This design comes from an exercise in tuning for small area, a short achievable clock period and few clock cycles per item on the open sky130 flow, not from production work. The RTL was checked by simulation tests, not by an equivalence proof against the original design. Power figures rest on the tool's default switching activity, not on a simulated workload.

## fan_step_hysteresis_level
module fan_step_hysteresis_level #(
	parameter int LEVELS = fshl_pkg::LEVELS_DEF
) (
	input  logic                           clk,
	input  logic                           arst_n,
	input  logic                           in_valid,
	output logic                           in_stall,
	input  fshl_pkg::temp_t                cpu_temp,
	input  fshl_pkg::temp_t                temp_regulator,
	input  fshl_pkg::temp_t                charger_temp,
	input  logic                           powered,
	output logic                           out_valid,
	input  logic                           out_stall,
	output logic [fshl_pkg::RPM_W-1:0]     target_rpm,
	output logic [fshl_pkg::LEVEL_W-1:0]   fan_level,
	input  logic                           cfg_valid,
	output logic                           cfg_ready,
	input  logic [fshl_pkg::CFG_IDX_W-1:0] cfg_index,
	input  logic [fshl_pkg::CFG_DATA_W-1:0] cfg_data
);
	localparam int LW = $clog2(LEVELS);
	fshl_pkg::level_word_t level_reg_q [LEVELS];
	logic [LEVELS-1:0]     level_ok_q;
	fshl_pkg::temp_t last_cpu_q, last_reg_q, last_chg_q;
	logic            last_ok_q;
	logic              s1_valid_q;
	logic              s1_fell_q, s1_rose_q;
	logic [LEVELS-1:0] s1_up_q, s1_dn_q;
	logic              s1_up_zero_q, s1_dn_zero_q;
	logic           s2_valid_q;
	logic [LW-1:0]  level_now_q;
	logic           out_valid_q;
	logic [LW-1:0]  fan_level_q;
	fshl_pkg::rpm_t rpm_q;
	logic              in_acc, push, o_hold, s2_hold, s1_hold;
	logic              full_q;
	logic              fell, rose, fell_l, rose_l, fell_0, rose_0;
	logic              up_zero, dn_zero;
	logic [LEVELS-1:0] up_vec, dn_vec, s1_up_m, s1_dn_m;
	logic [1:0]        cmp_cpu, cmp_reg, cmp_chg;
  ...
Size: roughly 1400 cells after synthesis, about 480 flip-flops, about 130 I/O pins.
Settings: LEC_CHECK=0, CAP_MARGIN=20, CORE_MARGIN=2, CORE_UTILIZATION=40, CTS_BUF_LIST=sky130_fd_sc_hd__clkbuf_16, CTS_CLUSTER_DIAMETER=70, CTS_CLUSTER_SIZE=28, GPL_TIMING_DRIVEN=0, SETUP_SLACK_MARGIN=3.0, SLEW_MARGIN=20; clock period 5.0 ns.
standard.sh (not shown) runs the stock make flow with config.mk's settings and CLKGATE_MAP_FILE= SYNTH_SCRIPT=/design/flow/synth_recipe.tcl, a recipe that flattens the netlist after the stock synthesis.
==> flow/flow/run.sh <==
#!/bin/bash
# Own layout flow: the standard layout (standard.sh, with its unchanged synthesis)
# run with extra ORFS settings, in a config file that includes the standard flow's config.mk:
#  - the port buffers that global placement inserts start as buf_1 instead of the default
#    buffer (repair still resizes any of them where slew, load or timing needs it);
#  - clock tree synthesis with the clustering of config.mk and no dummy loads.
# The make run's full output goes to flow_make.log in this folder.
set -euo pipefail
here=$(pwd)
{
	echo "include $here/config.mk"
	echo "export BUFFER_PORTS_ARGS = -buffer_cell sky130_fd_sc_hd__buf_1"
	echo "export CTS_ARGS = -sink_clustering_enable -repair_clock_nets -sink_clustering_size 28 -sink_clustering_max_diameter 70 -buf_list sky130_fd_sc_hd__clkbuf_16 -dont_use_dummy_load"
} > "$here/flow_config.mk"
sed "s#DESIGN_CONFIG=[^ ]*#DESIGN_CONFIG=$here/flow_config.mk#" standard.sh > own_standard.sh
bash own_standard.sh > flow_make.log 2>&1
The starting point completed with no timing, DRC or antenna violations.
Testbench counts at the start, summed over its fixed seeds: cycles 4,822, items 4,255.
Edit:
==> flow/run.sh (new file) <==
#!/bin/bash
# synth_recipe.tcl (not shown) runs the flow's synth.tcl, then flattens the netlist and writes it again
# the make line also repeats each setting of config.mk as NAME=value (left out here)
make -C /OpenROAD-flow-scripts/flow DESIGN_CONFIG=/design/flow/config.mk WORK_HOME=/design/flow/orfs CLKGATE_MAP_FILE= SYNTH_SCRIPT=/design/flow/synth_recipe.tcl finish
CTS_CLUSTER_DIAMETER = 60   (was 70)
CTS_CLUSTER_SIZE = 24   (was 28)
GPL_TIMING_DRIVEN = default   (was 0)
removed: flow/flow/run.sh
removed: flow/standard.sh
- The changed run completed without violations
- critical path depth went down by 1
- final area is higher by 5.6%
- total power goes up by 11%
- utilization is higher by 2.7 points
- sequential cell count stays the same
- routed wire length increases by 3.9%
- die area does not change
- synthesized cell count does not change
- clock power rose by 38%
- register-to-register slack gains 0.08 ns
Edit:
==> flow/flow/run.sh (new file) <==
#!/bin/bash
# Own layout flow: the standard layout (standard.sh, with its unchanged synthesis)
# run with extra ORFS settings, in a config file that includes the standard flow's config.mk:
#  - the port buffers that global placement inserts start as buf_1 instead of the default
#    buffer (repair still resizes any of them where slew, load or timing needs it);
#  - clock tree synthesis with the clustering of config.mk and no dummy loads.
# The make run's full output goes to flow_make.log in this folder.
set -euo pipefail
here=$(pwd)
{
	echo "include $here/config.mk"
	echo "export BUFFER_PORTS_ARGS = -buffer_cell sky130_fd_sc_hd__buf_1"
	echo "export CTS_ARGS = -sink_clustering_enable -repair_clock_nets -sink_clustering_size 28 -sink_clustering_max_diameter 70 -buf_list sky130_fd_sc_hd__clkbuf_16 -dont_use_dummy_load"
} > "$here/flow_config.mk"
sed "s#DESIGN_CONFIG=[^ ]*#DESIGN_CONFIG=$here/flow_config.mk#" standard.sh > own_standard.sh
bash own_standard.sh > flow_make.log 2>&1
==> flow/standard.sh (new file) <==
#!/bin/bash
# synth_recipe.tcl (not shown) runs the flow's synth.tcl, then flattens the netlist and writes it again
# the make line also repeats each setting of config.mk as NAME=value (left out here)
make -C /OpenROAD-flow-scripts/flow DESIGN_CONFIG=/design/flow/config.mk WORK_HOME=/design/flow/orfs CLKGATE_MAP_FILE= SYNTH_SCRIPT=/design/flow/synth_recipe.tcl "${@:-finish}"
CORE_UTILIZATION = 45   (was 40)
CTS_CLUSTER_DIAMETER = 70   (was 60)
CTS_CLUSTER_SIZE = 28   (was 24)
removed: flow/run.sh
Non-clock buffer count came out lower by 39.
Power came out lower by 11%.
Synthesized area stays the same.
Via count came out lower by 2.8%.
Sequential share of layout area came out higher by 3.9 points.
Wire length came out lower by 3.4%.
Critical path depth does not change.
Count of clock-buffer cells in the layout came out lower by 10.
Sequential power is about the same.
Design area came out lower by 6.7%.
Edit:
==> flow/flow/run.sh (replaced) <==
#!/bin/bash
# Own layout flow: the standard layout (standard.sh, with its unchanged synthesis)
# run with one extra ORFS setting, in a config file that includes the standard flow's config.mk:
# the port buffers that global placement inserts start as buf_1 instead of the default
# buffer (repair still resizes any of them where slew, load or timing needs it).
# The make run's full output goes to flow_make.log in this folder.
set -euo pipefail
here=$(pwd)
{
	echo "include $here/config.mk"
	echo "export BUFFER_PORTS_ARGS = -buffer_cell sky130_fd_sc_hd__buf_1"
} > "$here/flow_config.mk"
sed "s#DESIGN_CONFIG=[^ ]*#DESIGN_CONFIG=$here/flow_config.mk#" standard.sh > own_standard.sh
bash own_standard.sh > flow_make.log 2>&1
CORE_UTILIZATION = 40   (was 45)
CTS_CLUSTER_DIAMETER = 60   (was 70)
CTS_CLUSTER_SIZE = 24   (was 28)
Cell area is higher by a few percent. Fmax increases by a few percent. Worst setup slack gets better by 0.053 ns.

## re-timing with driven ports
In the flow no input, the clock included, has a driving cell. The finished layouts below were timed again as built, in two steps.
Step 1, drivers: a clkbuf_16 drives clk and a buf_2 each remaining input, both assumed.
Step 2 also shifts input and output timing later by t, the mid clock arrival at the registers, as if the neighbouring blocks saw the same clock.
a / b / c = ideal ports / drivers / drivers and shift; a / b = the first two.
run | t (ns) | slack for setup (ns) | worst setup path at the end | cell pins on the clock port's net
the first run | 0.640 | 2.478 / 2.478 / 1.838 | input to register | 1
the second run | 0.627 | 2.586 / 2.522 / 1.896 | input to register | 1
the third run | 0.631 | 2.564 / 2.474 / 1.844 | input to register | 1
the fourth run | 0.629 | 2.617 / 2.569 / 1.941 | input to register | 1
After both steps every run listed still meets setup and hold. The setup slack of the third run, which loses most, moves by -0.090 ns with the drivers and by -0.720 ns with both steps.
